This is an optimization exercise on Yosys and OpenROAD, whose aim is small area and a short achievable clock period, not a production implementation.
Function was checked by simulation only, so behaviour that the tests miss may differ from the original.
Power is estimated from default activity; no workload was simulated.

File: flow/flow/run.sh
#!/bin/bash
# Own layout flow: the standard synthesis, then the combinational logic between the
# registers is mapped again by ABC (registers, their names and cell types are kept as
# the standard synthesis made them): the logic in front of the rgb registers for delay,
# the rest for area. Then the standard layout steps from floorplan to finish.
set -euo pipefail
WORK=$(pwd)
HERE=$(cd "$(dirname "$0")" && pwd)
R=$WORK/orfs/results/$FLOW_PLATFORM/foosball_top/base
LIB=$FLOW_HOME/platforms/$FLOW_PLATFORM/lib/sky130_fd_sc_hd__tt_025C_1v80.lib
YOSYS=$FLOW_HOME/../tools/install/yosys/bin/yosys
[ -x "$YOSYS" ] || YOSYS=$(command -v yosys)

CRIT_SCRIPT=${CRIT_SCRIPT:-abc_speed.script}
REST_SCRIPT=${REST_SCRIPT:-abc_area.script}
LAYOUT_ARGS=()
[ -f "$HERE/flow.env" ] && source "$HERE/flow.env"

# 1. standard synthesis
bash standard.sh synth > "$WORK/log_1_synth.log" 2>&1
cp "$R/1_2_yosys.v" "$WORK/std_1_2_yosys.v"

# 2. remap the combinational logic
python3 "$HERE/genmodels.py" "$LIB" > "$WORK/comb_models.v"
DU=""
for c in $(sed -n '/DONT_USE_CELLS += /,/^$/p' "$FLOW_HOME/platforms/$FLOW_PLATFORM/config.mk" | grep -o 'sky130_fd_sc_hd__[a-z0-9_]*'); do
   DU="$DU -dont_use $c"
done
printf 'set_driving_cell sky130_fd_sc_hd__buf_1\nset_load 5\n' > "$WORK/abc.constr"
cat > "$WORK/remap.ys" <<EOY
read_liberty -lib $LIB
read_verilog $WORK/std_1_2_yosys.v
hierarchy -top $FLOW_TOP
techmap -map $WORK/comb_models.v
techmap
opt -purge
select -set dw c:u_render.* %ci1:+sky130_fd_sc_hd__dfrtp_1[D] w:* %i
select -set crit @dw %ci*:-sky130_fd_sc_hd__dfrtp_1,sky130_fd_sc_hd__dfstp_2
select -set critg @crit t:\$_* %i
abc -liberty $LIB $DU -constr $WORK/abc.constr -script $HERE/$CRIT_SCRIPT @critg
abc -liberty $LIB $DU -constr $WORK/abc.constr -script $HERE/$REST_SCRIPT t:\$_*
opt_clean -purge
chtype -map sky130_fd_sc_hd__clkinv_1 sky130_fd_sc_hd__inv_1
opt_merge -share_all t:sky130_fd_sc_hd__df* %n
opt_clean -purge
hilomap -singleton -hicell sky130_fd_sc_hd__conb_1 HI -locell sky130_fd_sc_hd__conb_1 LO
insbuf -buf sky130_fd_sc_hd__buf_4 A X
splitnets
opt_clean -purge
tee -o $WORK/remap_stat.txt stat -liberty $LIB
check -assert -mapped
write_verilog -noattr -noexpr -nohex -nodec $WORK/remap_1_2_yosys.v
EOY
"$YOSYS" -s "$WORK/remap.ys" > "$WORK/log_2_remap.log" 2>&1
python3 "$HERE/netfix.py" "$WORK/remap_1_2_yosys.v" "$WORK/netfix_1_2_yosys.v" > "$WORK/log_2_netfix.log" 2>&1
cp "$WORK/netfix_1_2_yosys.v" "$R/1_2_yosys.v"
rm -f "$R/1_synth.odb" "$R/1_synth.sdc"

# 3. the standard layout from the remapped netlist
bash standard.sh "${LAYOUT_ARGS[@]}" finish > "$WORK/log_3_layout.log" 2>&1
File: flow/flow/abc_area.script
strash
dc2
balance; rewrite; refactor; balance; rewrite; rewrite -z; balance; refactor -z; rewrite -z; balance
balance; resub -K 6; rewrite; resub -K 6 -N 2; refactor; resub -K 8; balance; resub -K 8 -N 2; rewrite; resub -K 10; rewrite -z; resub -K 10 -N 2; balance; resub -K 12; refactor -z; resub -K 12 -N 2; rewrite -z; balance
dch -f
amap
topo
File: flow/flow/abc_speed.script
strash
dc2
balance; rewrite; refactor; balance; rewrite; rewrite -z; balance; refactor -z; rewrite -z; balance
dch -f
map
topo
stime -p
buffer -p
upsize
dnsize
stime -p
File: flow/standard.sh
#!/bin/bash
# synth_recipe.tcl (not shown) runs the flow's synth.tcl, then flattens the netlist and writes it again
# the make line also repeats each setting of config.mk as NAME=value (left out here)
make -C /OpenROAD-flow-scripts/flow DESIGN_CONFIG=/design/flow/config.mk WORK_HOME=/design/flow/orfs CLKGATE_MAP_FILE= SYNTH_SCRIPT=/design/flow/synth_recipe.tcl "${@:-finish}"
File: flow/config.mk
export PLATFORM = sky130hd
export DESIGN_NAME = foosball_top
export DESIGN_NICKNAME = foosball_top
export VERILOG_FILES = /design/flow/design.v
export SDC_FILE = /design/flow/constraint.sdc
export NUM_CORES = 4
export LEC_CHECK = 0
export CAP_MARGIN = 20
export CORE_MARGIN = 2
export CORE_UTILIZATION = 40
export SLEW_MARGIN = 20
File: flow/constraint.sdc
create_clock -name core_clock -period 13.0 [get_ports {clk}]
set_input_delay 2.6000 -clock core_clock [delete_from_list [all_inputs] [get_ports {clk}]]
set_output_delay 2.6000 -clock core_clock [all_outputs]
set_load 0.01 [all_outputs]
File: flow/flow/netfix.py
#!/usr/bin/env python3
"""Peephole clean-up of a mapped netlist written by yosys write_verilog:
an inverter fed by another inverter is removed and its loads are moved to the
first inverter's input; inverters left without loads are removed too."""
import re, sys

src = open(sys.argv[1]).read()
cell_re = re.compile(r'^  (sky130_fd_sc_hd__\w+)\s+(\S+)\s*\((.*?)\);\n', re.S | re.M)
pin_re = re.compile(r'\.(\w+)\(([^()]*)\)')
OUTS = ('X', 'Y', 'Q', 'Q_N', 'SUM', 'COUT', 'HI', 'LO')

cells = []
for m in cell_re.finditer(src):
    pins = [(p, n.strip()) for p, n in pin_re.findall(m.group(3))]
    cells.append({'type': m.group(1), 'name': m.group(2), 'pins': pins, 'span': m.span(), 'dead': False})

keep = set()
for m in re.finditer(r'^\s*(?:input|output|inout)\s+(?:\[[^\]]*\]\s*)?([^;]+);', src, re.M):
    for n in m.group(1).split(','):
        keep.add(n.strip())
for m in re.finditer(r'^\s*assign\s+(.*?)\s*=\s*(.*?);', src, re.M):
    keep.add(m.group(1).strip())
    keep.add(m.group(2).strip())
def is_kept(net):
    return net in keep or net.split('[')[0].strip() in keep

def is_inv(c):
    return re.match(r'sky130_fd_sc_hd__(clk)?inv_\d+$', c['type']) is not None

drv = {}
loads = {}
def index():
    drv.clear(); loads.clear()
    for i, c in enumerate(cells):
        if c['dead']:
            continue
        for p, n in c['pins']:
            if p in OUTS:
                drv[n] = i
            else:
                loads.setdefault(n, []).append(i)
index()

changed = True
removed = 0
while changed:
    changed = False
    for b in cells:
        if b['dead'] or not is_inv(b):
            continue
        pa = dict(b['pins'])
        ai = drv.get(pa['A'])
        if ai is None:
            continue
        a = cells[ai]
        if not is_inv(a):
            continue
        x = dict(a['pins'])['A']
        y = pa['Y']
        if is_kept(y):
            continue
        for li in loads.get(y, []):
            c = cells[li]
            c['pins'] = [(p, x if (n == y and p not in OUTS) else n) for p, n in c['pins']]
        b['dead'] = True
        removed += 1
        index()
        ay = dict(a['pins'])['Y']
        if not loads.get(ay) and not is_kept(ay):
            a['dead'] = True
            removed += 1
            index()
        changed = True

# a gate whose only load is an inverter becomes the gate of the other polarity
MERGE = {'nor2_1': 'or2_1', 'nand2_1': 'and2_1', 'nor3_1': 'or3_1', 'nand3_1': 'and3_1',
         'nor4_1': 'or4_1', 'nand4_1': 'and4_1', 'a21oi_1': 'a21o_1', 'o21ai_0': 'o21a_1',
         'o21ai_1': 'o21a_1', 'a22oi_1': 'a22o_1', 'o22ai_1': 'o22a_1', 'a211oi_1': 'a211o_1',
         'o211ai_1': 'o211a_1', 'a31oi_1': 'a31o_1', 'o31ai_1': 'o31a_1', 'xnor2_1': 'xor2_1',
         'xor2_1': 'xnor2_1', 'nor2b_1': 'or2b_1', 'nand2b_1': 'and2b_1', 'a21boi_0': 'a21bo_1',
         'o21bai_1': 'o21ba_1', 'nor3b_1': 'or3b_1', 'nand3b_1': 'and3b_1',
         'a2bb2oi_1': 'a2bb2o_1', 'o2bb2ai_1': 'o2bb2a_1', 'mux2i_1': 'mux2_1'}
merged = 0
for b in cells:
    if b['dead'] or not is_inv(b):
        continue
    pa = dict(b['pins'])
    gi = drv.get(pa['A'])
    if gi is None:
        continue
    g = cells[gi]
    short = g['type'].replace('sky130_fd_sc_hd__', '')
    if short not in MERGE:
        continue
    n = pa['A']
    if is_kept(n) or len(loads.get(n, [])) != 1:
        continue
    g['type'] = 'sky130_fd_sc_hd__' + MERGE[short]
    g['pins'] = [(('X' if p in ('Y', 'X') else p), (pa['Y'] if p in ('Y', 'X') else x)) for p, x in g['pins']]
    b['dead'] = True
    merged += 1
    index()
print(f'netfix: merged {merged} gate and inverter pairs', file=sys.stderr)

out = []
pos = 0
for c in cells:
    s, e = c['span']
    out.append(src[pos:s])
    if not c['dead']:
        body = ',\n'.join(f'    .{p}({n}{" " if n.startswith(chr(92)) else ""})' for p, n in c['pins'])
        out.append(f"  {c['type']} {c['name']} (\n{body}\n  );\n")
    pos = e
out.append(src[pos:])
open(sys.argv[2], 'w').write(''.join(out))
print(f'netfix: removed {removed} inverters', file=sys.stderr)
File: flow/design.v
package game_cfg_pkg;
   localparam int refresh_default = 255;     
   localparam int field_bottom = 479;        
   localparam int rod_len       = 100;       
   localparam int rod_thick     = 10;        
   localparam int rod_step      = 10;        
   localparam int rod_start_top = 260;
   localparam int left_rod_x    = 5;         
   localparam int right_rod_x   = 625;       
   localparam int ball_start  = 300;         
   localparam int ball_radius = 8;
   localparam int ball_speed  = 3;           
   localparam int serve_h     = 4;           
   localparam int serve_v     = 3;           
   localparam int goal_low      = 140;
   localparam int goal_high     = 340;
   localparam int wall_gap_low  = 200;
   localparam int wall_gap_high = 280;
   localparam int top_bounce    = 20;
   localparam int bottom_bounce = 460;
   localparam logic [2:0] col_field     = 3'b010;  
   localparam logic [2:0] col_frame     = 3'b111;  
   localparam logic [2:0] col_left_rod  = 3'b001;  
   localparam logic [2:0] col_right_rod = 3'b100;  
   localparam logic [2:0] col_ball      = 3'b111;  
   localparam logic [2:0] col_blank     = 3'b000;
endpackage
package game_types_pkg;
   typedef logic signed [10:0] coord_t;
   typedef logic signed [3:0] vel_t;         
   typedef logic [2:0] rgb_t;                
   typedef struct packed {
      logic up;
      logic down;
   } rod_btn_t;
   typedef struct packed {
      logic [9:0] x;                         
      logic [8:0] y;                         
      logic       video_on;                  
   } pixel_t;
   typedef struct packed {
      coord_t x;
      coord_t y;
   } ball_t;
endpackage
`timescale 1ns/1ps
module game_ctrl (
   input  logic clk,
   input  logic reset,
   input  logic goal_right_mouth,  
   input  logic goal_left_mouth,   
   output logic frame_tick,        
   output logic serve_left,        
   output logic score1,
   output logic score2
);
   logic [7:0] lfsr;
   logic       low_zero;
   assign low_zero = (lfsr[6:0] == 7'd0);
   always_ff @(posedge clk or posedge reset)
   begin
      if (reset)
      begin
         lfsr       <= 8'd0;
         frame_tick <= 1'b1;
      end
      else
      begin
         lfsr       <= {lfsr[6:0], lfsr[7] ^ lfsr[5] ^ lfsr[4] ^ lfsr[3] ^ low_zero};
         frame_tick <= low_zero && lfsr[7];
      end
   end
   logic goal_q;
   always_ff @(posedge clk or posedge reset)
   begin
      if (reset)
      begin
         serve_left <= 1'b0;
         goal_q     <= 1'b0;
      end
      else
      begin
         goal_q <= goal_right_mouth || goal_left_mouth;
         if (goal_right_mouth)
            serve_left <= 1'b0;
         else if (goal_left_mouth)
            serve_left <= 1'b1;
      end
   end
   assign score1 = goal_q && !serve_left;
   assign score2 = goal_q && serve_left;
endmodule
`timescale 1ns/1ps
module rod_mover (
   input  logic       clk,
   input  logic       reset,
   input  logic       frame_tick,
   input  logic [1:0] btn,           
   output logic [7:0] rod_half       
);
   always_ff @(posedge clk or posedge reset)
   begin
      if (reset)
         rod_half <= 8'd130;
      else if (frame_tick)
      begin
         if (btn[1] && (rod_half != 8'd5))         
            rod_half <= rod_half - 8'd5;
         else if (btn[0] && (rod_half != 8'd185))
            rod_half <= rod_half + 8'd5;
      end
   end
endmodule
`timescale 1ns/1ps
module ball_mover (
   input  logic               clk,
   input  logic               reset,
   input  logic               frame_tick,
   input  logic               serve,
   input  logic               serve_left,
   input  logic [7:0]         left_half,     
   input  logic [7:0]         right_half,
   output logic [10:0]        xl,            
   output logic [10:0]        yl,
   output logic               goal_right_mouth,
   output logic               goal_left_mouth
);
   logic v_zero, vx_neg, vx_4, vy_neg;
   logic in_mouth, off_gap, top_wall, bot_wall, x_right, x_left;
   logic x_hit_r, x_hit_l;
   assign in_mouth = (yl >= 11'd132) && (yl <= 11'd332);     
   assign off_gap  = !((yl >= 11'd192) && (yl <= 11'd272));  
   assign top_wall = (yl <= 11'd11) || (yl >= 11'd1016);     
   assign bot_wall = (yl >= 11'd453) && (yl <= 11'd1015);    
   assign x_right  = (xl >= 11'd622) && (xl <= 11'd1015);    
   assign x_left   = (xl >= 11'd1016) && (xl <= 11'd2043);   
   assign x_hit_r  = (xl >= 11'd614) && (xl <= 11'd622);     
   assign x_hit_l  = (xl >= 11'd4) && (xl <= 11'd9);         
   logic [7:0] t_sel;
   logic [8:0] w;
   logic       y_hit;
   assign t_sel = xl[9] ? right_half : left_half;
   assign w     = {1'b0, yl[8:1]} - {1'b0, t_sel} + 9'd4;       
   assign y_hit = (yl[10:9] == 2'b00) && ((w <= 9'd49) || (w == 9'd50 && !yl[0]));
   logic hit_right, hit_left;
   assign hit_right = y_hit && x_hit_r;
   assign hit_left  = y_hit && x_hit_l;
   assign goal_right_mouth = frame_tick && in_mouth && (xl >= 11'd629) && (xl <= 11'd1015);   
   assign goal_left_mouth  = frame_tick && in_mouth && x_left;
   logic goal, move;
   assign goal = goal_right_mouth || goal_left_mouth;
   assign move = frame_tick && !v_zero;
   logic [3:0]  xa, ya;
   logic [10:0] tx, ty;
   logic [10:0] xl_next, yl_next;
   assign xa = {1'b0, xl[2:0]} + (vx_neg ? (vx_4 ? 4'd4 : 4'd5) : (vx_4 ? 4'd4 : 4'd3));
   assign ya = {1'b0, yl[2:0]} + (vy_neg ? 4'd5 : 4'd3);
   always_comb
   begin
      tx[3] = move && (xa[3] ^ vx_neg);
      ty[3] = move && (ya[3] ^ vy_neg);
      for (int i = 4; i < 11; i++)
      begin
         tx[i] = tx[i-1] && (xl[i-1] ^ vx_neg);
         ty[i] = ty[i-1] && (yl[i-1] ^ vy_neg);
      end
      xl_next[2:0] = move ? xa[2:0] : xl[2:0];
      yl_next[2:0] = move ? ya[2:0] : yl[2:0];
      for (int i = 3; i < 11; i++)
      begin
         xl_next[i] = xl[i] ^ tx[i];
         yl_next[i] = yl[i] ^ ty[i];
      end
   end
   always_ff @(posedge clk or posedge reset)
   begin
      if (reset)
      begin
         xl <= 11'd292;
         yl <= 11'd292;
      end
      else if (goal)
      begin
         xl <= 11'd292;
         yl <= 11'd292;
      end
      else
      begin
         xl <= xl_next;
         yl <= yl_next;
      end
   end
   always_ff @(posedge clk or posedge reset)
   begin
      if (reset)
      begin
         v_zero <= 1'b1;
         vx_neg <= 1'b0;
         vx_4   <= 1'b0;
         vy_neg <= 1'b0;
      end
      else if (serve)
      begin
         v_zero <= 1'b0;
         vx_neg <= serve_left;
         vx_4   <= 1'b1;
         vy_neg <= serve_left;
      end
      else if (frame_tick)
      begin
         if (goal)
            v_zero <= 1'b1;
         if (top_wall)
            vy_neg <= 1'b0;
         else if (bot_wall)
            vy_neg <= 1'b1;
         if (!top_wall && !bot_wall && x_right && off_gap)
         begin
            vx_neg <= 1'b1;
            vx_4   <= 1'b0;
         end
         else if (!top_wall && !bot_wall && x_left && off_gap)
         begin
            vx_neg <= 1'b0;
            vx_4   <= 1'b0;
         end
         else if (hit_right)
         begin
            vx_neg <= 1'b1;
            vx_4   <= 1'b0;
         end
         else if (hit_left)
         begin
            vx_neg <= 1'b0;
            vx_4   <= 1'b0;
         end
      end
   end
endmodule
`timescale 1ns/1ps
module pixel_renderer (
   input  logic               clk,
   input  logic               reset,
   input  logic [19:0]        pix,
   input  logic [10:0]        xl,            
   input  logic [10:0]        yl,
   input  logic [7:0]         left_half,
   input  logic [7:0]         right_half,
   output logic [2:0]         rgb
);
   function automatic logic ge8c(input logic [7:0] a, input logic [7:0] b, input logic cin);
      logic c;
      c = cin;
      for (int i = 0; i < 8; i++)
         c = (a[i] & ~b[i]) | ((a[i] | ~b[i]) & c);
      ge8c = c;
   endfunction
   function automatic logic sum_zero6(input logic [5:0] p, input logic [5:0] q, input logic cin);
      logic ok;
      ok = !(p[0] ^ q[0] ^ cin);
      for (int i = 1; i < 6; i++)
         ok = ok & ((p[i] ^ q[i]) == (p[i-1] | q[i-1]));
      sum_zero6 = ok;
   endfunction
   logic [9:0] px;
   logic [8:0] py;
   logic       vo;
   assign px = pix[19:10];
   assign py = pix[9:1];
   assign vo = pix[0];
   logic on_frame, on_left, on_right, on_ball;
   logic f_top, f_bot, f_lft, f_rgt, f_rows;
   assign f_top  = (py[8:3] == 6'd0) && (!py[2] || (!py[1] && !py[0]));           
   assign f_bot  = py[8] && py[7] && py[6]
                   && (py[5] || (py[4] && py[3] && (py[2] || (py[1] && py[0]))));   
   assign f_lft  = (px[9:3] == 7'd0) && (!px[2] || (!px[1] && !px[0]));           
   assign f_rgt  = px[9] && (px[6:3] == 4'hf) && (px[2] || (px[1] && px[0]));     
   assign f_rows = (py < 9'd140) || (py > 9'd340);
   assign on_frame = f_top || f_bot || (f_rows && (f_lft || f_rgt));
   logic [7:0] q, qm;
   logic       q_low;
   assign q     = py[8:1];
   assign qm    = q - 8'd50;
   assign q_low = (q < 8'd50);
   logic [7:0] t_side;
   logic       on_rows;
   assign t_side  = px[9] ? right_half : left_half;
   assign on_rows = ge8c(q, t_side, py[0]) && (q_low || !ge8c(qm, t_side, 1'b1));
   assign on_left  = on_rows && (px[9:4] == 6'd0) && (px[3:0] > 4'd5) && (px[3:0] < 4'd15);    
   assign on_right = on_rows && px[9] && (px[6:4] == 3'd7)
                     && (px[3:0] > 4'd1) && (px[3:0] < 4'd11);                             
   logic [5:0] ax, ay;             
   logic       hx, hy;
   assign ax = {1'b0, px[4:0]} - {1'b0, xl[4:0]};
   assign ay = {1'b0, py[4:0]} - {1'b0, yl[4:0]};
   assign hx = sum_zero6({1'b0, px[9:5]}, ~xl[10:5], !ax[5]);
   assign hy = sum_zero6({2'b00, py[8:5]}, ~yl[10:5], !ay[5]);
   logic [3:0] adx, ady;
   assign adx = (ax[4] || ax[3]) ? 4'(ax[3:0] - 4'd8) : 4'(4'd8 - ax[3:0]);
   assign ady = (ay[4] || ay[3]) ? 4'(ay[3:0] - 4'd8) : 4'(4'd8 - ay[3:0]);
   logic inx, iny;
   assign inx = hx && (!ax[4] || ax[3:0] == 4'd0);
   assign iny = hy && (!ay[4] || ay[3:0] == 4'd0);
   logic [3:0] wmax;
   always_comb
   begin
      case (ady)
         4'd0:                wmax = 4'd8;
         4'd1, 4'd2, 4'd3:    wmax = 4'd7;
         4'd4, 4'd5:          wmax = 4'd6;
         4'd6:                wmax = 4'd5;
         4'd7:                wmax = 4'd3;
         default:             wmax = 4'd0;
      endcase
   end
   assign on_ball = inx && iny && (adx <= wmax);
   logic [2:0] col_nb_next;
   assign col_nb_next[0] = vo && (on_frame || on_left);                 
   assign col_nb_next[1] = vo && !on_left && !on_right;                 
   assign col_nb_next[2] = vo && (on_frame || on_right);                
   logic       ball_q;
   logic [2:0] col_nb_q;
   always_ff @(posedge clk or posedge reset)
   begin
      if (reset)
      begin
         ball_q   <= 1'b0;
         col_nb_q <= 3'b000;
      end
      else
      begin
         ball_q   <= on_ball;
         col_nb_q <= col_nb_next;
      end
   end
   logic field_q;                          
   assign field_q = col_nb_q[1] && !col_nb_q[0];
   assign rgb = ball_q ? {3{field_q}} : col_nb_q;
endmodule
`timescale 1ns/1ps
module foosball_top (
   input  logic                     clk,
   input  logic                     reset,
   input  logic                     stop_ball,
   input  game_types_pkg::rod_btn_t left_btn,
   input  game_types_pkg::rod_btn_t right_btn,
   input  game_types_pkg::pixel_t   pix,
   output game_types_pkg::rgb_t     rgb,
   output logic                     score1,
   output logic                     score2
);
   logic frame_tick, serve_left;
   logic goal_right_mouth, goal_left_mouth;
   logic [7:0] left_half, right_half;
   logic [10:0] xl, yl;
   game_ctrl u_ctrl (
      .clk              (clk),
      .reset            (reset),
      .goal_right_mouth (goal_right_mouth),
      .goal_left_mouth  (goal_left_mouth),
      .frame_tick       (frame_tick),
      .serve_left       (serve_left),
      .score1           (score1),
      .score2           (score2)
   );
   rod_mover left_rod  (.clk(clk), .reset(reset), .frame_tick(frame_tick),
                        .btn(left_btn), .rod_half(left_half));
   rod_mover right_rod (.clk(clk), .reset(reset), .frame_tick(frame_tick),
                        .btn(right_btn), .rod_half(right_half));
   ball_mover u_ball (
      .clk              (clk),
      .reset            (reset),
      .frame_tick       (frame_tick),
      .serve            (stop_ball),
      .serve_left       (serve_left),
      .left_half        (left_half),
      .right_half       (right_half),
      .xl               (xl),
      .yl               (yl),
      .goal_right_mouth (goal_right_mouth),
      .goal_left_mouth  (goal_left_mouth)
   );
   pixel_renderer u_render (
      .clk        (clk),
      .reset      (reset),
      .pix        (pix),
      .xl         (xl),
      .yl         (yl),
      .left_half  (left_half),
      .right_half (right_half),
      .rgb        (rgb)
   );
endmodule
File: flow/flow/flow.env
LAYOUT_ARGS=("BUFFER_PORTS_ARGS=-buffer_cell sky130_fd_sc_hd__buf_2" "SETUP_SLACK_MARGIN=8.9" "CORE_UTILIZATION=55" "CTS_ARGS=-sink_clustering_enable -repair_clock_nets -dont_use_dummy_load -buf_list sky130_fd_sc_hd__clkbuf_8")
File: flow/flow/genmodels.py
import re, sys
lib = open(sys.argv[1]).read()
out = []
# split into cells
for m in re.finditer(r'\n\s*cell\s*\(\s*"?([\w]+)"?\s*\)\s*\{', lib):
    name = m.group(1)
    start = m.end()
    depth = 1; i = start
    while depth:
        c = lib[i]
        if c == '{': depth += 1
        elif c == '}': depth -= 1
        i += 1
    body = lib[start:i]
    if re.search(r'\b(ff|latch|statetable|ff_bank)\s*\(', body):
        continue
    pins = []
    for pm in re.finditer(r'\n\s*pin\s*\(\s*"?(\w+)"?\s*\)\s*\{', body):
        ps = pm.end(); d = 1; j = ps
        while d:
            c = body[j]
            if c == '{': d += 1
            elif c == '}': d -= 1
            j += 1
        pb = body[ps:j]
        dm = re.search(r'direction\s*:\s*"?(\w+)"?', pb)
        fm = re.search(r'\bfunction\s*:\s*"([^"]*)"', pb)
        pins.append((pm.group(1), dm.group(1) if dm else None, fm.group(1) if fm else None))
    ins = [p for p in pins if p[1] == 'input']
    outs = [p for p in pins if p[1] == 'output']
    if not outs or any(o[2] is None for o in outs):
        continue
    bad = False
    lines = []
    for o in outs:
        f = o[2].replace('+', '|').replace('*', '&')
        f = re.sub(r"(\w+)'", r"(!\1)", f)
        if re.search(r'VPWR|VGND|KAPWR|LOWLV|SLEEP', f):
            bad = True
        lines.append(f"  assign {o[0]} = {f};")
    if bad:
        continue
    ports = [p[0] for p in ins] + [o[0] for o in outs]
    s = f"module {name}({', '.join(ports)});\n"
    for p in ins:
        s += f"  input {p[0]};\n"
    for o in outs:
        s += f"  output {o[0]};\n"
    s += "\n".join(lines) + "\nendmodule\n"
    out.append(s)
print("\n".join(out))
File: flow/flow/abc_rest.script
strash
dc2
balance; rewrite; refactor; balance; rewrite; rewrite -z; balance; refactor -z; rewrite -z; balance
balance; resub -K 6; rewrite; resub -K 6 -N 2; refactor; resub -K 8; balance; resub -K 8 -N 2; rewrite; resub -K 10; rewrite -z; resub -K 10 -N 2; balance; resub -K 12; refactor -z; resub -K 12 -N 2; rewrite -z; balance
dch -f
map -D 2500
topo
==> summary.txt, run 1 <==
Min path
  – Worst Hold Class: reg -> reg

Pwr
  – Maximum VDD drop: 44.0 uV
  – Seq pwr share: about 51%
  – Internal: 0.000257 W
  – Total design power: between 0.0003 and 0.0004 W
  – Switch Pwr: around 0.000098 W
  – Comb pwr share: between 10% and 20%
  – Power Density: roughly 66 mW/mm2
  – Sw Ratio: 27.6%
  – Clock power frac: ~36%
  – P_leak: 2.42 nW

Floorplan
  – I/O pin count: 32
  – Std-Cell Rows: 34
  – Core Footprint: between 0.008 and 0.009 mm2
  – Die Wd: about 100 um
  – Starting Density: 56.2%
  – Die Area: 0.00964 mm2
  – Die Y: 98.2 um

Logic synthesis
  – Post-Synthesis Cells: 721
  – Cell area after synthesis: 0.00488 mm2
  – Syn_area_per_cell: roughly 6.8 um2
  – Syn_nets: 748
  – Yosys warning total: 4

Placement
  – DP Wirelength: 10.3 mm
  – Port-buffer cells: 31
  – Placed cell areas: 0.00516 mm2
  – RePlAce Congestion: approximately 0.92
  – DP Worst Slack: 8.61 ns

Drt
  – M1 WL: between 6 and 7 mm
  – Pre-antenna DRT Iters: 6
  – 1st-iter DRT viols: 360
  – Routed wire length: between 10 and 15 mm
  – Vias per cell: 6.17
  – Via count: 5381
  – Post-route DRC violation count: 0
  – Top Metal Used: met4
  – Routed len/inst: ~16 um
  – DR WL met2: 6.66 mm
  – Final ANT Viol Nets: 0
  – Metal3 WL: about 770 um

Cells and area
  – Share of layout cells above drive strength 1: between 10% and 20%
  – Most common cell after layout, fill and taps aside: nand2_1
  – Final net count: 793
  – Number of diodes: 0
  – Fill count: approximately 800
  – Final instance area: roughly 0.0054 mm2
  – Most frequent cells in the layout: nand2_1, inv_1, nor2_1
  – Area growth syn-to-layout: 11.1%

Timing
  – RSZ-0062 raised after global routing: true
  – Post-layout min period: 4.03 ns
  – Final setup viols: 0
  – Worst slew margin: 47.2%
  – WHS: 0.370 ns
  – Final worst path period share: 31.0%
  – Worst slew pin tran: 0.786 ns
  – Final worst setup slack: 8.97 ns
  – FMAX: 248 MHz
  – Final-report max-slew violation count: 0
  – Max Clock Skew: 0.0260 ns
  – Final hold viol count: 0
  – Post-Route Setup TNS: 0 ns

CTS
  – Htree depth: 3
  – Clock Latency Late Sink: 0.34 ns
  – CTS tree: yes
  – Clock root cell: clkbuf_8
  – Clock Tree Buf Depth: 2
  – CTS clk-pin slew, worst paths: approximately 0.070 ns
  – Post-CTS Hold Buffers: 0
  – Total CTS buffers: 9
  – Clock sink count: between 50 and 60

Setup path
  – Most frequent CP cell: nand2_2
  – Type of origin of the critical path: input port
  – Worst path bufs/invs: 1
  – CP max stage delay: 0.37 ns
  – Slowest CP cell: a2111oi_4
  – CP Data Arrival Time: approximately 4.3 ns
  – Worst path cell trace: buf_2 -> nor2b_4 -> nand2_2 -> a31oi_4 -> xnor2_4 -> nand2_2 -> a2111oi_4 -> o2111ai_1 -> a21oi_1
  – WS Path Type: in -> reg
  – Critical path fanouts, max: 6
  – CP top delay family: compound AO/OA/AOI/OAI gates
  – CP required: between 10 and 15 ns
  – Worst setup EP type: register

Status
  – Status: no timing/DRC/antenna violations

Flow run
  – Max cap viols: 0

Global route
  – GRT Util Overall: ~29%
  – Vias in the first global route: 4919
  – Gr ovfl total: 0
  – Global-route wire length before repair: 23.0 mm
  – Pin count of the biggest net entering global routing: 58
  – Initial antenna violation count: 0
## per-layer routing
metal  up-vias  GRT usage [%]
li1       2681              -
met1      2459           38.0
met2       205           48.3
met3        36           5.08
met4         0           10.1
met5         -              0
## through the flow
| step | std cells | util (%) |
|---|---|---|
| floorplan | 721 | - |
| global placement | 860 | 59.5 |
| detailed placement | 860 | 59.5 |
| CTS | 869 | 60.9 |
| global route | 872 | 62.4 |
| finish | 872 | 62.4 |
## power by group through the flow
stage | clock network [W] | logic (W) | registers (W)
2_1_floorplan | 0 | 0.0000323 | 0.000182
3_3_place_gp | 0 | 0.0000457 | 0.000182
3_5_place_dp | 0 | 0.0000465 | 0.000182
4_1_cts | 0.000129 | 0.0000468 | 0.000179
5_1_grt | 0.000136 | 0.0000563 | 0.000179
6_report | 0.000126 | 0.0000500 | 0.000179
## state kept, by name, summed over array words and instances, names as in the netlist, 3 cells and up
name,cells
right_rod.rod_half,8
u_ball.xl,11
u_ctrl.lfsr,8
left_rod.rod_half,8
u_render.col_nb_q,3
u_ball.yl,11
## cell type report
class                      instances  area [um2]  share of cell area, %
tap                              108         135                   2.49
multi-input combinational        554        3110                   57.3
inverter                         109         409                   7.55
timing repair buffer              35         203                   3.74
sequential                        57        1440                   26.6
clock buffer                       9         124                   2.29
## worst paths after layout
path | to | from | slack, ns | cells after the start
max | u_render.ball_q$_DFF_PP0_ | pix[10] | 8.97 | 9
min | u_ctrl.lfsr[1]$_DFF_PP0_ | u_ctrl.lfsr[0]$_DFF_PP0_ | 0.37 | 0
max reg2reg | u_ball.vx_neg$_DFFE_PP0P_ | u_ball.xl[9]$_DFF_PP0_ | 9.29 | 15
min reg2reg | u_ctrl.lfsr[1]$_DFF_PP0_ | u_ctrl.lfsr[0]$_DFF_PP0_ | 0.37 | 0
max in group asynchronous | u_render.ball_q$_DFF_PP0_ | reset | 10.05 | 3
min in group asynchronous | u_ctrl.lfsr[1]$_DFF_PP0_ | reset | 2.46 | 3
## timing repair
action,4_1_cts,5_1_grt
gates resized for setup,0,21
endpoints found under the setup margin,0,6
setup buffers,0,3
==> inputs of run 2 (changes only) <==
==> flow/flow/flow.env (replaced) <==
LAYOUT_ARGS=("BUFFER_PORTS_ARGS=-buffer_cell sky130_fd_sc_hd__buf_2" "SETUP_SLACK_MARGIN=8.9" "CTS_ARGS=-sink_clustering_enable -repair_clock_nets -dont_use_dummy_load")
==> summary.txt, run 2 <==
Timing
  – Final-report max-slew violation count: 0
  – Post-layout min period: 3.95 ns
  – Final worst path period share: between 30% and 40%
  – Worst slew pin tran: 0.810 ns
  – Final worst setup slack: 9.05 ns
  – FMAX: about 250 MHz
  – Final hold viol count: 0
  – Final setup viols: 0
  – Max Clock Skew: 0.0133 ns
  – Post-Route Setup TNS: 0 ns
  – RSZ-0062 raised after global routing: false
  – Worst slew margin: 45.6%
  – WHS: 0.382 ns

Drt
  – Vias per cell: slightly below 6
  – Routed wire length: about 15 mm
  – 1st-iter DRT viols: 551
  – Routed len/inst: 16.3 um
  – Post-route DRC violation count: 0
  – Final ANT Viol Nets: 0
  – Pre-antenna DRT Iters: 5
  – Via count: 5406

Pwr
  – Total design power: roughly 0.00042 W
  – P_leak: around 2.4 nW
  – Maximum VDD drop: about 83 uV
  – Power Density: around 77 mW/mm2

Placement
  – RePlAce Congestion: ~0.9
  – DP Worst Slack: 8.62 ns
  – DP Wirelength: 11.0 mm
  – Port-buffer cells: 31

Global route
  – GRT Util Overall: between 20% and 30%
  – Vias in the first global route: between 4000 and 5000
  – Initial antenna violation count: 0
  – Pin count of the biggest net entering global routing: 58
  – Global-route wire length before repair: ~24 mm
  – Gr ovfl total: 0

Setup path
  – CP top delay family: compound AO/OA/AOI/OAI gates
  – Reg2reg end: u_ball.vx_neg$_DFFE_PP0P_
  – CP max stage delay: about 0.21 ns
  – Worst path cell trace: buf_2 -> inv_2 -> nand2_1 -> o21ai_1 -> nand2_1 -> a21oi_1 -> or2_1 -> nand2_1 -> nor2_1 -> nor2_1 -> a2111oi_2 -> o2111ai_1 -> a21oi_1
  – R2r setup slk: between 9 and 10 ns
  – Reg2reg start: u_ball.xl[9]$_DFF_PP0_
  – Crit path depth: 13
  – WS Path Type: in -> reg
  – Crit path to: u_render.ball_q$_DFF_PP0_
  – Most frequent CP cell: nand2_1
  – Worst r2r path cells: 15
  – Worst setup EP type: register
  – CP Data Arrival Time: 4.22 ns
  – Slowest CP cell: a2111oi_2
  – Crit path launch: pix[2]
  – Type of origin of the critical path: input port
  – Critical path fanouts, max: 6
  – CP required: ~13 ns
  – Worst path bufs/invs: 2

Logic synthesis
  – Syn_area_per_cell: between 6 and 7 um2
  – Post-Synthesis Cells: 721
  – Cell area after synthesis: 0.00488 mm2
  – Yosys warning total: 4
  – Syn_nets: roughly 750

Cells and area
  – Final net count: 790
  – Share of layout cells above drive strength 1: 10.8%
  – Most frequent cells in the layout: nand2_1, inv_1, nor2_1
  – Number of diodes: 0
  – Most common cell after layout, fill and taps aside: nand2_1
  – Top flop regs: u_ball.xl: 11 flops, u_ball.yl: 11 flops
  – Area growth syn-to-layout: 12.2%

CTS
  – CTS clk-pin slew, worst paths: ~0.050 ns
  – Clock sink count: 57
  – Clock Tree Buf Depth: 2
  – Total CTS buffers: 9
  – Post-CTS setup buffer count: 0
  – CTS tree: yes
  – Htree depth: 3
  – Clock Latency Late Sink: 0.34 ns
  – Clock root cell: clkbuf_16

Flow run
  – Max cap viols: 0

Status
  – Status: no timing/DRC/antenna violations

Floorplan
  – Die Y: between 100 and 150 um
  – I/O pin count: 32
  – Core Footprint: 0.0120 mm2
  – Starting Density: 40.8%
  – Std-Cell Rows: 40
  – Die Wd: 114 um
  – Die Area: 0.0131 mm2

Min path
  – Worst Hold Class: reg -> reg
run 2: cell types whose count changed in the layout (fill, tap and decap cells not counted), sizes merged:
cell    previous run  this run
buf               34        32
clkbuf            10         9
run 2: how the worst min path moves through the flow:
| stage | from | end | slack, ns | cells past startpoint |
|---|---|---|---|---|
| 2_1_floorplan | u_ctrl.lfsr[4]$_DFF_PP0_ | u_ctrl.lfsr[5]$_DFF_PP0_ | 0.35 | 0 |
| 3_3_place_gp | u_ctrl.lfsr[5]$_DFF_PP0_ | u_ctrl.lfsr[6]$_DFF_PP0_ | 0.36 | 0 |
| 3_5_place_dp | u_ctrl.lfsr[1]$_DFF_PP0_ | u_ctrl.lfsr[2]$_DFF_PP0_ | 0.37 | 0 |
| 4_1_cts | u_ctrl.lfsr[5]$_DFF_PP0_ | u_ctrl.lfsr[6]$_DFF_PP0_ | 0.39 | 0 |
| 5_1_grt | u_ctrl.lfsr[5]$_DFF_PP0_ | u_ctrl.lfsr[6]$_DFF_PP0_ | 0.39 | 0 |
| 6_report | u_ctrl.lfsr[2]$_DFF_PP0_ | u_ctrl.lfsr[3]$_DFF_PP0_ | 0.38 | 0 |
run 2: through the flow:
step,std cells,util [%],area (um2)
2_1_floorplan,721,-,4880
3_3_place_gp,899,43.6,5210
3_5_place_dp,899,43.6,5210
4_1_cts,908,45.5,5440
5_1_grt,908,45.7,5470
6_report,908,45.7,5470
run 2: final cells by class:
type,instances,area [um2]
flip-flops and latches,57,1440
multi-input cells,554,3040
well taps,147,184
inverters,109,409
repair buffers,32,169
fillers,1236,6490
clock buffers,9,225
run 2: per-layer routing:
layer / vias to the layer above / global-route usage, % / part of all wire (%)
li1: 2679 / - / -
met1: 2505 / 33.3 / 46
met2: 196 / 36.3 / 45
met3: 26 / 4.87 / 6.5
met4: 0 / 8.70 / 2.2
met5: - / 0 / 0
run 2: worst reg2reg max path: stages, from the launching register on:
cell and delay (ns):
dfrtp_1 0.69, inv_1 0.36, o22ai_1 0.30, nor2_1 0.06
a21oi_1 0.15, nand2_1 0.09, o21ai_0 0.11, nor3_1 0.11
nand2b_1 0.17, o32a_1 0.33, o2111a_1 0.23, or3_1 0.37
o32ai_1 0.19, nor2_1 0.07, a211oi_1 0.19, o22ai_1 0.10
run 2: report_power, final:
group / switching (W) / total [W] / internal [W]
Clock: 0.0000747 / 0.000195 / 0.000120
Sequential: 0.000000931 / 0.000180 / 0.000179
Combinational: 0.0000324 / 0.0000492 / 0.0000168
Total: 0.000108 / 0.000424 / 0.000316
run 2: repair_timing:
action | in CTS | in global routing
hold buffers | 0 | 0
resized for setup | 0 | 9
setup endpoints to repair | 0 | 6
==> inputs of run 3 (changes only) <==
==> flow/flow/flow.env (replaced) <==
CRIT_SCRIPT=abc_area.script
LAYOUT_ARGS=("BUFFER_PORTS_ARGS=-buffer_cell sky130_fd_sc_hd__buf_2" "SETUP_SLACK_MARGIN=8.9" "CTS_ARGS=-sink_clustering_enable -repair_clock_nets -dont_use_dummy_load -buf_list sky130_fd_sc_hd__clkbuf_8")
==> summary.txt, run 3 <==
Status
  – Status: no timing/DRC/antenna violations

Setup path
  – R2r setup slk: slightly above 9 ns
  – WS Path Type: in -> reg
  – Reg2reg end: u_ball.vx_neg$_DFFE_PP0P_
  – Worst setup EP type: register
  – Worst r2r path cells: 15
  – Type of origin of the critical path: input port
  – CP Data Arrival Time: 4.56 ns
  – Critical path fanouts, max: 4
  – Slowest CP cell: o2111a_1
  – CP max stage delay: roughly 0.2 ns
  – Worst path cell trace: buf_12 -> clkinv_8 -> a22oi_2 -> nand2_1 -> o21ai_2 -> nand2_1 -> o21ai_2 -> nand2_2 -> o21ai_2 -> o211ai_1 -> inv_1 -> a21oi_2 -> a31oi_4 -> a21oi_2 -> a31oi_1 -> nor2_1 -> o21ai_1 -> o2111a_1
  – Reg2reg start: u_ball.xl[9]$_DFF_PP0_
  – Most frequent CP cell: o21ai_2
  – CP required: 13.28 ns

Floorplan
  – Die Wd: 111 um
  – Std-Cell Rows: 39
  – I/O pin count: 32
  – Starting Density: between 40% and 50%
  – Die Area: 0.0124 mm2
  – Die Y: 111 um
  – Core Footprint: 0.0113 mm2

Pwr
  – Internal: 0.000262 W
  – P_leak: 2.29 nW
  – Total design power: 0.000365 W
  – Sw Ratio: 28.3%
  – Clock power frac: 35.5%
  – Switch Pwr: 0.000103 W
  – Power Density: 67.1 mW/mm2
  – Maximum VDD drop: just under 50 uV
  – Comb pwr share: 15.4%
  – Seq pwr share: 49.1%

Min path
  – Worst Hold Class: reg -> reg
  – Hold Startpoint: u_ctrl.lfsr[5]$_DFF_PP0_
  – Hold depth: 0
  – Hold Path Sink: u_ctrl.lfsr[6]$_DFF_PP0_

Drt
  – Post-route DRC violation count: 0
  – Pre-antenna DRT Iters: 7
  – Via count: 5351
  – Routed len/inst: 17.1 um
  – Final ANT Viol Nets: 0
  – Routed wire length: 14.9 mm
  – 1st-iter DRT viols: 694
  – Vias per cell: 6.15

Global route
  – Gr ovfl total: 0
  – Initial antenna violation count: 0
  – Most used routing layer: met2
  – Met2 Track Usage GR: a little under two fifths
  – Global-route wire length before repair: approximately 25 mm
  – Vias in the first global route: 5011
  – GR met1 Demand/Resource: 33.2%
  – Met3 usage: 5.12%
  – Pin count of the biggest net entering global routing: 58
  – GRT Util Overall: between 20% and 30%

Timing
  – Final-report max-slew violation count: 0
  – Final setup viols: 0
  – FMAX: 234 MHz
  – Post-Route Setup TNS: 0 ns
  – Worst slew pin tran: roughly 0.8 ns
  – Final worst path period share: 32.9%
  – WHS: about 0.38 ns
  – Worst slew margin: a little under half
  – Max Clock Skew: 0.0155 ns
  – RSZ-0062 raised after global routing: true
  – Final hold viol count: 0
  – Post-layout min period: 4.28 ns

CTS
  – Clock Latency Late Sink: 0.36 ns
  – Clock sink count: between 50 and 60
  – Total CTS buffers: 9
  – Clock Tree Buf Depth: 2
  – CTS clk-pin slew, worst paths: 0.05 ns
  – Post-CTS Hold Buffers: 0
  – CTS tree: yes
  – Htree depth: 3
  – Clock root cell: clkbuf_8

Cells and area
  – Most frequent cells in the layout: inv_1, nor2_1, o21ai_0
  – Final instance area: ~0.0054 mm2
  – Area growth syn-to-layout: 17.8%
  – Number of diodes: 0
  – Share of layout cells above drive strength 1: 14.6%
  – Top flop regs: u_ball.xl: 11 flops, u_ball.yl: 11 flops
  – Layout Cells excl Fill: 870
  – Final net count: 756
  – Most common cell after layout, fill and taps aside: inv_1

Logic synthesis
  – Syn_area_per_cell: 6.87 um2
  – Yosys warning total: 4
  – Post-Synthesis Cells: 672
  – Syn_nets: around 700
  – Cell area after synthesis: 0.00462 mm2

Placement
  – Port-buffer cells: 31
  – RePlAce Congestion: 0.963
  – Inst Count DP: 847
  – Placed cell areas: 0.00499 mm2
  – DP Wirelength: about 11 mm

Flow run
  – Max cap viols: 0
[run 3: metrics by stage]
stage | setup WS [ns] | utilization, %
3_5_place_dp | 8.18 | 44.1
2_1_floorplan | 8.60 | -
3_3_place_gp | 8.26 | 44.1
5_1_grt | 8.58 | 48.0
4_1_cts | 8.84 | 47.0
6_report | 8.72 | 48.0
[run 3: area by class of cell]
cell class / count / area, um2
timing repair buffer: 46 / 320
clock buffer: 9 / 124
multi-input combinational: 504 / 2930
tap: 143 / 179
fill: 1136 / 5880
inverter: 111 / 440
sequential: 57 / 1440
[run 3: worst max-delay path: cells and delay by family]
kind	cells	cell delay, ns
AO/OA/AOI/OAI	11	1.32
buffers and inverters	3	0.28
AND/OR/NAND/NOR	4	0.33
[run 3: how the worst max path moves through the flow]
| stage | from | end | cells past startpoint |
|---|---|---|---|
| floorplan | pix[3] | u_render.ball_q$_DFF_PP0_ | 17 |
| global placement | pix[19] | u_render.col_nb_q[1]$_DFF_PP0_ | 15 |
| detailed placement | pix[19] | u_render.col_nb_q[1]$_DFF_PP0_ | 15 |
| CTS | pix[2] | u_render.ball_q$_DFF_PP0_ | 18 |
| global route | pix[3] | u_render.ball_q$_DFF_PP0_ | 18 |
| finish | pix[3] | u_render.ball_q$_DFF_PP0_ | 18 |
[run 3: per-layer routing]
layer	wire length [um]	part of all wire, %	up-vias
met1	6810	46	2521
met4	376	2.5	0
li1	-	-	2599
met3	943	6.3	26
met5	0	0	-
met2	6780	45	205
[run 3: repair_timing]
action | in CTS | in global routing
buffers inserted | 9 | 5
pin swaps | 22 | 11
setup endpoints to repair | 4 | 5
gates resized for setup | 50 | 18
[run 3: power groups by stage]
| stage | combinational, W | clock (W) | sequential, W |
|---|---|---|---|
| after global placement | 0.0000430 | 0 | 0.000182 |
| after global routing | 0.0000622 | 0.000141 | 0.000179 |
| final | 0.0000560 | 0.000130 | 0.000179 |
| after CTS | 0.0000511 | 0.000133 | 0.000179 |
| after floorplan | 0.0000288 | 0 | 0.000182 |
| after detailed placement | 0.0000440 | 0 | 0.000182 |
==> inputs of run 4 (changes only) <==
==> flow/flow/flow.env (replaced) <==
LAYOUT_ARGS=("BUFFER_PORTS_ARGS=-buffer_cell sky130_fd_sc_hd__buf_2" "SETUP_SLACK_MARGIN=8.9" "CTS_ARGS=-sink_clustering_enable -repair_clock_nets -dont_use_dummy_load -buf_list sky130_fd_sc_hd__clkbuf_8")
==> summary.txt, run 4 <==
Setup path
  – Type of origin of the critical path: register
  – Slowest CP cell: dfrtp_1
  – Worst setup EP type: primary output
  – Worst path cell trace: a21boi_0 -> nand2_1 -> o21ai_0 -> buf_2
  – WS Path Type: reg -> out
  – Reg2reg start: u_ball.xl[9]$_DFF_PP0_
  – Critical path fanouts, max: 4
  – Worst path bufs/invs: 1
  – CP Data Arrival Time: roughly 1.4 ns
  – CP top delay family: flip-flops
  – Crit path launch: u_render.ball_q$_DFF_PP0_
  – CP max stage delay: between 0.4 and 0.5 ns
  – R2r setup slk: 9.32 ns
  – Crit path depth: 4
  – Worst r2r path cells: 15
  – CP required: 10.40 ns
  – Reg2reg end: u_ball.vx_neg$_DFFE_PP0P_

Cells and area
  – Share of layout cells above drive strength 1: 10.6%
  – Most common cell after layout, fill and taps aside: nand2_1
  – Top flop regs: u_ball.xl: 11 flops, u_ball.yl: 11 flops
  – Number of diodes: 0
  – Most frequent cells in the layout: nand2_1, inv_1, nor2_1
  – Final net count: roughly 800
  – Area growth syn-to-layout: 9.77%

Logic synthesis
  – Syn_nets: 748
  – Cell area after synthesis: 0.00488 mm2
  – Syn_area_per_cell: 6.76 um2
  – Post-Synthesis Cells: 721
  – Yosys warning total: 4

Min path
  – Worst Hold Class: reg -> reg
  – Hold Startpoint: u_ctrl.lfsr[2]$_DFF_PP0_
  – Hold depth: 0
  – Hold Path Sink: u_ctrl.lfsr[3]$_DFF_PP0_

Timing
  – Final worst path period share: 30.4%
  – Post-layout min period: 3.95 ns
  – WHS: 0.386 ns
  – Post-Route Setup TNS: 0 ns
  – FMAX: 253 MHz
  – Final setup viols: 0
  – Final-report max-slew violation count: 0
  – RSZ-0062 raised after global routing: true
  – Worst slew pin tran: 0.774 ns
  – Final hold viol count: 0
  – Max Clock Skew: between 0.02 and 0.025 ns
  – Worst slew margin: between 40 and 50%

CTS
  – Clock sink count: 57
  – Clock Tree Buf Depth: 2
  – Clock Latency Late Sink: roughly 0.37 ns
  – CTS tree: yes
  – Htree depth: 3
  – Clock root cell: clkbuf_8
  – Post-CTS Hold Buffers: 0
  – Total CTS buffers: 9
  – Post-CTS setup buffer count: 0
  – CTS clk-pin slew, worst paths: 0.07 ns

Drt
  – Post-route DRC violation count: 0
  – Routed wire length: 14.7 mm
  – Vias per cell: 5.89
  – 1st-iter DRT viols: between 600 and 700
  – Pre-antenna DRT Iters: 5
  – Final ANT Viol Nets: 0
  – Routed len/inst: 16.2 um
  – Via count: 5352

Pwr
  – Power Density: 66.5 mW/mm2
  – Maximum VDD drop: 61.3 uV
  – P_leak: 2.39 nW

Placement
  – RePlAce Congestion: 0.900
  – Port-buffer cells: 31
  – DP Wirelength: 11.0 mm

Floorplan
  – Die Wd: 114 um
  – Core Footprint: 0.0120 mm2
  – Die Area: approximately 0.013 mm2
  – Die Y: between 100 and 150 um
  – Std-Cell Rows: 40
  – I/O pin count: 32
  – Starting Density: between 40 and 50%

Status
  – Status: no timing/DRC/antenna violations

Global route
  – GRT Util Overall: 23.8%
  – Gr ovfl total: 0
  – Global-route wire length before repair: 24.4 mm
  – Pin count of the biggest net entering global routing: 58
  – Vias in the first global route: 4874
  – Initial antenna violation count: 0

Flow run
  – Max cap viols: 0
[run 4: cell count changes in the layout (fill, tap and decap cells not counted), moves of 6 or more]
cell	delta
buf_4	-14
a21oi_1	+8
nand3_1	+8
o22ai_1	-10
inv_2	+6
nand2_1	+59
[run 4: area by class of cell]
type                       count  area, um2
clock buffer                   9        124
multi-input combinational    554       3030
tap                          147        184
fill                        1242       6610
inverter                     109        409
sequential                    57       1440
timing repair buffer          32        169
[run 4: timing repair]
action,in CTS,in global routing
endpoints found under the setup margin,0,5
resized for setup,0,7
endpoints found under the hold margin,0,0
[run 4: worst max path at each step]
| stage | to | slack (ns) |
|---|---|---|
| final | rgb[0] | 9.05 |
| after global routing | u_render.col_nb_q[0]$_DFF_PP0_ | 8.89 |
| after CTS | u_render.col_nb_q[0]$_DFF_PP0_ | 9.01 |
| after detailed placement | u_render.col_nb_q[0]$_DFF_PP0_ | 8.62 |
| after global placement | u_render.col_nb_q[2]$_DFF_PP0_ | 8.72 |
| after floorplan | left_rod.rod_half[0]$_DFFE_PP0P_ | 9.02 |
[run 4: metrics by stage]
stage               util [%]  power [W]  setup WS (ns)  std cells  area, um2
global placement        43.6   0.000229           8.72        899       5210
floorplan                  -   0.000214           9.02        721       4880
finish                  44.8   0.000356           9.05        908       5350
global route            44.8   0.000376           8.89        908       5350
CTS                     44.6   0.000360           9.01        908       5340
detailed placement      43.6   0.000230           8.62        899       5210
[run 4: report_power, final]
group          internal (W)  total (W)  switching [W]
Combinational     0.0000164  0.0000485      0.0000321
Clock             0.0000613   0.000128      0.0000671
Sequential         0.000178   0.000179    0.000000918
Total              0.000256   0.000356       0.000100
[run 4: layer usage]
metal | global-route usage (%) | wire length [um] | part of all wire (%) | vias to the layer above
li1 | - | - | - | 2677
met5 | 0 | 0 | 0 | -
met2 | 36.3 | 6610 | 45 | 177
met4 | 8.70 | 289 | 2.0 | 0
met1 | 33.3 | 6870 | 47 | 2476
met3 | 4.87 | 913 | 6.2 | 22
==> inputs of run 5 (changes only) <==
==> flow/flow/abc_crit_d.script (new file) <==
strash
dc2
balance; rewrite; refactor; balance; rewrite; rewrite -z; balance; refactor -z; rewrite -z; balance
dch -f
map -D 1700
topo
stime -p
buffer -p
upsize -D 1700
dnsize -D 1700
stime -p
==> flow/flow/flow.env (replaced) <==
CRIT_SCRIPT=abc_crit_d.script
LAYOUT_ARGS=("BUFFER_PORTS_ARGS=-buffer_cell sky130_fd_sc_hd__buf_2" "SETUP_SLACK_MARGIN=8.9" "CTS_ARGS=-sink_clustering_enable -repair_clock_nets -dont_use_dummy_load -buf_list sky130_fd_sc_hd__clkbuf_8")
==> summary.txt, run 5 <==
Status
  – Status: no timing/DRC/antenna violations

Pwr
  – Power Density: 66.9 mW/mm2
  – Internal: 0.000260 W
  – Seq pwr share: 49.6%
  – Switch Pwr: ~0.00010 W
  – Maximum VDD drop: 60.3 uV
  – P_leak: 2.38 nW
  – Clock power frac: 35.9%
  – Comb pwr share: about 14%
  – Sw Ratio: roughly 28%

Logic synthesis
  – Post-Synthesis Cells: ~690
  – Syn_area_per_cell: 6.78 um2
  – Yosys warning total: 4
  – Cell area after synthesis: 0.00470 mm2
  – Syn_nets: 720

Global route
  – Pin count of the biggest net entering global routing: slightly below 60
  – Gr ovfl total: 0
  – Initial antenna violation count: 0
  – Met2 Track Usage GR: 36.1%
  – GR met1 Demand/Resource: a little under a third
  – Global-route wire length before repair: 23.5 mm
  – Met3 usage: 4.70%
  – Vias in the first global route: 4823
  – GRT Util Overall: 23.3%
  – Most used routing layer: met2

Setup path
  – Reg2reg end: u_ball.vx_neg$_DFFE_PP0P_
  – R2r setup slk: 9.31 ns
  – Critical path fanouts, max: 3
  – Type of origin of the critical path: input port
  – Reg2reg start: u_ball.xl[9]$_DFF_PP0_
  – Worst r2r path cells: 15
  – CP Data Arrival Time: 4.37 ns
  – CP required: 13.24 ns
  – WS Path Type: in -> reg
  – Worst setup EP type: register

Placement
  – Placed cell areas: 0.00503 mm2
  – Port-buffer cells: 31
  – Inst Count DP: a little under 900
  – DP Wirelength: 10.7 mm
  – RePlAce Congestion: between 0.9 and 1
  – DP Worst Slack: approximately 8.4 ns

Drt
  – Pre-antenna DRT Iters: 6
  – Routed wire length: 14.7 mm
  – Routed len/inst: roughly 17 um
  – Via count: about 5200
  – 1st-iter DRT viols: between 400 and 500
  – Vias per cell: 5.90
  – Post-route DRC violation count: 0
  – Final ANT Viol Nets: 0

Cells and area
  – Most common cell after layout, fill and taps aside: inv_1
  – Fin util: 47.3%
  – Area growth syn-to-layout: 14.8%
  – Share of layout cells above drive strength 1: 12.2%
  – Top flop regs: u_ball.xl: 11 flops, u_ball.yl: 11 flops
  – Fill count: roughly 1100
  – Layout Cells excl Fill: 883
  – Most frequent cells in the layout: inv_1, nand2_1, nor2_1
  – Final net count: 769
  – Final instance area: 0.00540 mm2
  – Number of diodes: 0

Floorplan
  – Die Wd: 112 um
  – I/O pin count: 32
  – Starting Density: 41.2%
  – Core Footprint: around 0.011 mm2
  – Die Area: roughly 0.013 mm2
  – Die Y: 112 um
  – Std-Cell Rows: 39

CTS
  – CTS tree: yes
  – Clock root cell: clkbuf_8
  – CTS clk-pin slew, worst paths: ~0.060 ns
  – Total CTS buffers: 9
  – Clock Latency Late Sink: 0.36 ns
  – Clock Tree Buf Depth: 2
  – Htree depth: 3
  – Clock sink count: 57

Timing
  – Post-layout min period: 4.13 ns
  – Worst slew pin tran: 0.799 ns
  – Final-report max-slew violation count: 0
  – Final hold viol count: 0
  – Post-Route Setup TNS: 0 ns
  – Final worst path period share: 31.8%
  – RSZ-0062 raised after global routing: true
  – Final setup viols: 0
  – Worst slew margin: 46.7%
  – Final worst setup slack: 8.87 ns
  – Max Clock Skew: 0.0211 ns
  – FMAX: roughly 240 MHz

Min path
  – Hold Path Sink: u_ctrl.lfsr[2]$_DFF_PP0_
  – Worst Hold Class: reg -> reg
  – Hold depth: 0
  – Hold Startpoint: u_ctrl.lfsr[1]$_DFF_PP0_

Flow run
  – Max cap viols: 0
[run 5: cell type report]
cell class	count	area [um2]	area share, %
inverter	104	398	7.37
multi-input combinational	530	2990	55.3
tap	143	179	3.32
clock buffer	9	124	2.30
timing repair buffer	40	269	4.98
sequential	57	1440	26.7
[run 5: through the flow]
stage,hold WS [ns],total power [W]
3_3_place_gp,0.360,0.000226
6_report,0.378,0.000361
2_1_floorplan,0.354,0.000212
3_5_place_dp,0.362,0.000227
4_1_cts,0.377,0.000361
5_1_grt,0.392,0.000378
[run 5: critical path, cell delays in order]
cell and delay, ns:
buf_8 0.11, inv_6 0.05, nand2_4 0.06, nand2_4 0.10, a21oi_4 0.06, a21oi_2 0.14, or2_1 0.16, o21ai_2 0.06
or2_1 0.26, nand2_2 0.10, nand3_2 0.08, xor2_1 0.15, a41oi_1 0.17, nand4_1 0.10, o21ai_1 0.08, a21oi_1 0.08
[run 5: power by group through the flow]
| stage | clock network [W] | logic, W | registers [W] |
|---|---|---|---|
| finish | 0.000130 | 0.0000522 | 0.000179 |
| floorplan | 0 | 0.0000298 | 0.000182 |
| CTS | 0.000134 | 0.0000474 | 0.000179 |
| global placement | 0 | 0.0000439 | 0.000182 |
| global route | 0.000141 | 0.0000582 | 0.000179 |
| detailed placement | 0 | 0.0000445 | 0.000182 |
[run 5: metal layers]
layer | part of all wire [%] | up-vias | routed length (um)
met2 | 44 | 160 | 6470
met3 | 4.6 | 40 | 670
met4 | 3.3 | 0 | 479
met1 | 48 | 2420 | 7110
li1 | - | 2591 | -
met5 | 0 | - | 0
[run 5: worst max path at each step]
stage                       start                             end  slack, ns
after floorplan            pix[3]       u_render.ball_q$_DFF_PP0_       8.69
after detailed placement  pix[19]  u_render.col_nb_q[0]$_DFF_PP0_       8.39
after global placement    pix[19]  u_render.col_nb_q[1]$_DFF_PP0_       8.46
after global routing       pix[1]       u_render.ball_q$_DFF_PP0_       8.69
final                      pix[1]       u_render.ball_q$_DFF_PP0_       8.87
after CTS                  pix[2]       u_render.ball_q$_DFF_PP0_       8.90
[run 5: what timing repair did]
action | 4_1_cts | 5_1_grt
resized for setup | 17 | 35
setup endpoints to repair | 4 | 6
hold buffers | 0 | 0
pin swaps | 8 | 11
hold endpoints to repair | 0 | 0
setup buffers | 4 | 4
==> inputs of run 6 (changes only) <==
==> flow/flow/flow.env (replaced) <==
LAYOUT_ARGS=("BUFFER_PORTS_ARGS=-buffer_cell sky130_fd_sc_hd__buf_1" "SETUP_SLACK_MARGIN=8.9" "CTS_ARGS=-sink_clustering_enable -repair_clock_nets -dont_use_dummy_load -buf_list sky130_fd_sc_hd__clkbuf_8")
removed: flow/flow/abc_crit_d.script
==> summary.txt, run 6 <==
Status
  – Status: no timing/DRC/antenna violations

Cells and area
  – Area growth syn-to-layout: 9.16%
  – Most common cell after layout, fill and taps aside: nand2_1
  – Share of layout cells above drive strength 1: 7.10%
  – Final net count: 790
  – Number of diodes: 0
  – Layout Cells excl Fill: between 900 and 1000
  – Top flop regs: u_ball.xl: 11 flops, u_ball.yl: 11 flops
  – Fin util: around 45%
  – Most frequent cells in the layout: nand2_1, inv_1, nor2_1

Setup path
  – CP max stage delay: 0.41 ns
  – CP Data Arrival Time: about 1.3 ns
  – CP required: between 10 and 15 ns
  – Critical path fanouts, max: 4
  – WS Path Type: reg -> out
  – Type of origin of the critical path: register
  – Worst setup EP type: primary output
  – Reg2reg end: u_ball.vx_neg$_DFFE_PP0P_
  – Crit path to: rgb[0]
  – R2r setup slk: 9.30 ns
  – Reg2reg start: u_ball.xl[9]$_DFF_PP0_
  – Crit path launch: u_render.ball_q$_DFF_PP0_
  – Worst r2r path cells: 15
  – Slowest CP cell: dfrtp_1
  – Worst path cell trace: a21boi_0 -> nand2_1 -> o21ai_0 -> buf_1

Drt
  – Vias per cell: 5.89
  – Via count: between 5000 and 6000
  – Routed len/inst: 16.0 um
  – Routed wire length: between 10 and 15 mm
  – Pre-antenna DRT Iters: 5
  – 1st-iter DRT viols: 442
  – Post-route DRC violation count: 0
  – Final ANT Viol Nets: 0

Timing
  – Final-report max-slew violation count: 0
  – FMAX: roughly 250 MHz
  – WHS: ~0.37 ns
  – RSZ-0062 raised after global routing: true
  – Final worst path period share: 30.2%
  – Max Clock Skew: 0.0207 ns
  – Final worst setup slack: 9.07 ns
  – Post-layout min period: between 3 and 4 ns
  – Post-Route Setup TNS: 0 ns
  – Worst slew pin tran: 0.767 ns
  – Final hold viol count: 0
  – Worst slew margin: 48.8%
  – Final setup viols: 0

Global route
  – Initial antenna violation count: 0
  – Gr ovfl total: 0
  – Pin count of the biggest net entering global routing: 58
  – Global-route wire length before repair: roughly 24 mm
  – Vias in the first global route: slightly below 5000
  – GRT Util Overall: 22.5%

CTS
  – Htree depth: 3
  – Clock Latency Late Sink: 0.35 ns
  – Clock root cell: clkbuf_8
  – Clock Tree Buf Depth: 2
  – Post_cts resized: 1
  – CTS tree: yes
  – Post-CTS Hold Buffers: 0
  – Clock sink count: 57
  – Total CTS buffers: 9
  – CTS clk-pin slew, worst paths: 0.07 ns
  – Post-CTS setup buffer count: 0

Placement
  – DP Wirelength: 11.0 mm
  – Port-buffer cells: 31
  – Inst Count DP: 899
  – RePlAce Congestion: between 0.9 and 1
  – DP Worst Slack: 8.31 ns

Min path
  – Worst Hold Class: reg -> reg

Floorplan
  – Std-Cell Rows: 40
  – Core Footprint: about 0.012 mm2
  – Die Y: 114 um
  – I/O pin count: 32
  – Die Area: between 0.01 and 0.015 mm2
  – Die Wd: 114 um
  – Starting Density: 40.8%

Logic synthesis
  – Post-Synthesis Cells: 721
  – Syn_nets: roughly 750
  – Yosys warning total: 4
  – Syn_area_per_cell: 6.76 um2
  – Cell area after synthesis: 0.00488 mm2

Pwr
  – Power Density: 66.2 mW/mm2
  – P_leak: 2.31 nW
  – Maximum VDD drop: 48.5 uV

Flow run
  – Max cap viols: 0
==> run 6: cell count changes in the layout (fill, tap and decap cells not counted), moves of 7 or more <==
cell / previous run / this run
buf_1: 0 / 27
buf_2: 27 / 0
buf_4: 9 / 1
inv_2: 2 / 9
nand2_1: 92 / 116
==> run 6: layout make-up <==
class | count | area [um2]
flip-flops and latches | 57 | 1440
clock buffers | 9 | 124
repair buffers | 32 | 131
well taps | 147 | 184
fillers | 1267 | 6640
inverters | 109 | 409
multi-input cells | 554 | 3030
==> run 6: stage by stage <==
stage | total power (W) | area, um2
floorplan | 0.000214 | 4880
global placement | 0.000227 | 5170
detailed placement | 0.000228 | 5170
CTS | 0.000359 | 5300
global route | 0.000369 | 5320
finish | 0.000352 | 5320
==> run 6: critical path, delay by kind of cell (launching register included) <==
family | cells | cell delay [ns]
AOI/OAI and AO/OA | 2 | 0.30
buffers and inverters | 1 | 0.17
DFF | 1 | 0.41
and+or+nand+nor | 1 | 0.09
==> run 6: worst min-delay path by stage <==
stage | endpoint | depth (start not counted) | slack (ns) | from
after floorplan | u_ctrl.lfsr[5]$_DFF_PP0_ | 0 | 0.35 | u_ctrl.lfsr[4]$_DFF_PP0_
after global placement | u_ctrl.lfsr[6]$_DFF_PP0_ | 0 | 0.36 | u_ctrl.lfsr[5]$_DFF_PP0_
after detailed placement | u_ctrl.lfsr[2]$_DFF_PP0_ | 0 | 0.36 | u_ctrl.lfsr[1]$_DFF_PP0_
after CTS | u_ctrl.lfsr[2]$_DFF_PP0_ | 0 | 0.38 | u_ctrl.lfsr[1]$_DFF_PP0_
after global routing | u_ctrl.lfsr[2]$_DFF_PP0_ | 0 | 0.39 | u_ctrl.lfsr[1]$_DFF_PP0_
final | u_ctrl.lfsr[2]$_DFF_PP0_ | 0 | 0.37 | u_ctrl.lfsr[1]$_DFF_PP0_
==> run 6: power breakdown <==
group          switching (W)  internal [W]  leakage [nW]
sequential       0.000000918      0.000178         0.716
combinational      0.0000319     0.0000154          1.53
clock              0.0000646     0.0000614        0.0647
total              0.0000974      0.000255          2.31
==> run 6: layer usage <==
layer / up-vias / wire length [um] / global-route usage [%]
li1: 2676 / - / -
met1: 2484 / 6960 / 30.6
met2: 172 / 6430 / 36.1
met3: 19 / 826 / 4.08
met4: 0 / 263 / 7.89
met5: - / 0 / 0

==> what the ideal ports hide <==
The results above use ideal ports. As a check the final layouts listed here were re-extracted and re-timed, cells and wires unchanged.
Step 1: set_driving_cell puts a clkbuf_16 on clk and a buf_2 on each other input, an assumption about the parent block.
Step 2 moves the port delays by t, midway between the first and last clock arrival at a register: inputs arrive t later, outputs are due t later. That takes back most of the time a late clock gives input paths.
a / b / c = no drivers / after step 1 / after step 2; a / b = the first two.
| run | shift t [ns] | setup WS [ns] | hold WS [ns] | worst setup path at the end | cell pins on the clock port's net |
|---|---|---|---|---|---|
| run 1 | 0.363 | 8.975 / 8.987 / 8.624 | 0.370 / 0.370 / 0.370 | input to register | 1 |
| run 2 | 0.377 | 9.054 / 9.047 / 8.677 | 0.382 / 0.382 / 0.382 | input to register | 1 |
| run 3 | 0.386 | 8.723 / 8.694 / 8.308 | 0.378 / 0.378 / 0.378 | input to register | 1 |
| run 4 | 0.393 | 9.054 / 9.017 / 8.662 | 0.386 / 0.386 / 0.386 | input to register | 1 |
| run 5 | 0.387 | 8.869 / 8.861 / 8.474 | 0.378 / 0.378 / 0.378 | input to register | 1 |
| run 6 | 0.374 | 9.074 / 9.041 / 8.711 | 0.374 / 0.374 / 0.374 | input to register | 1 |
After both steps setup and hold are still met in every run listed. The setup slack of run 3, which loses most, moves by -0.029 ns with the drivers and by -0.415 ns with both steps.
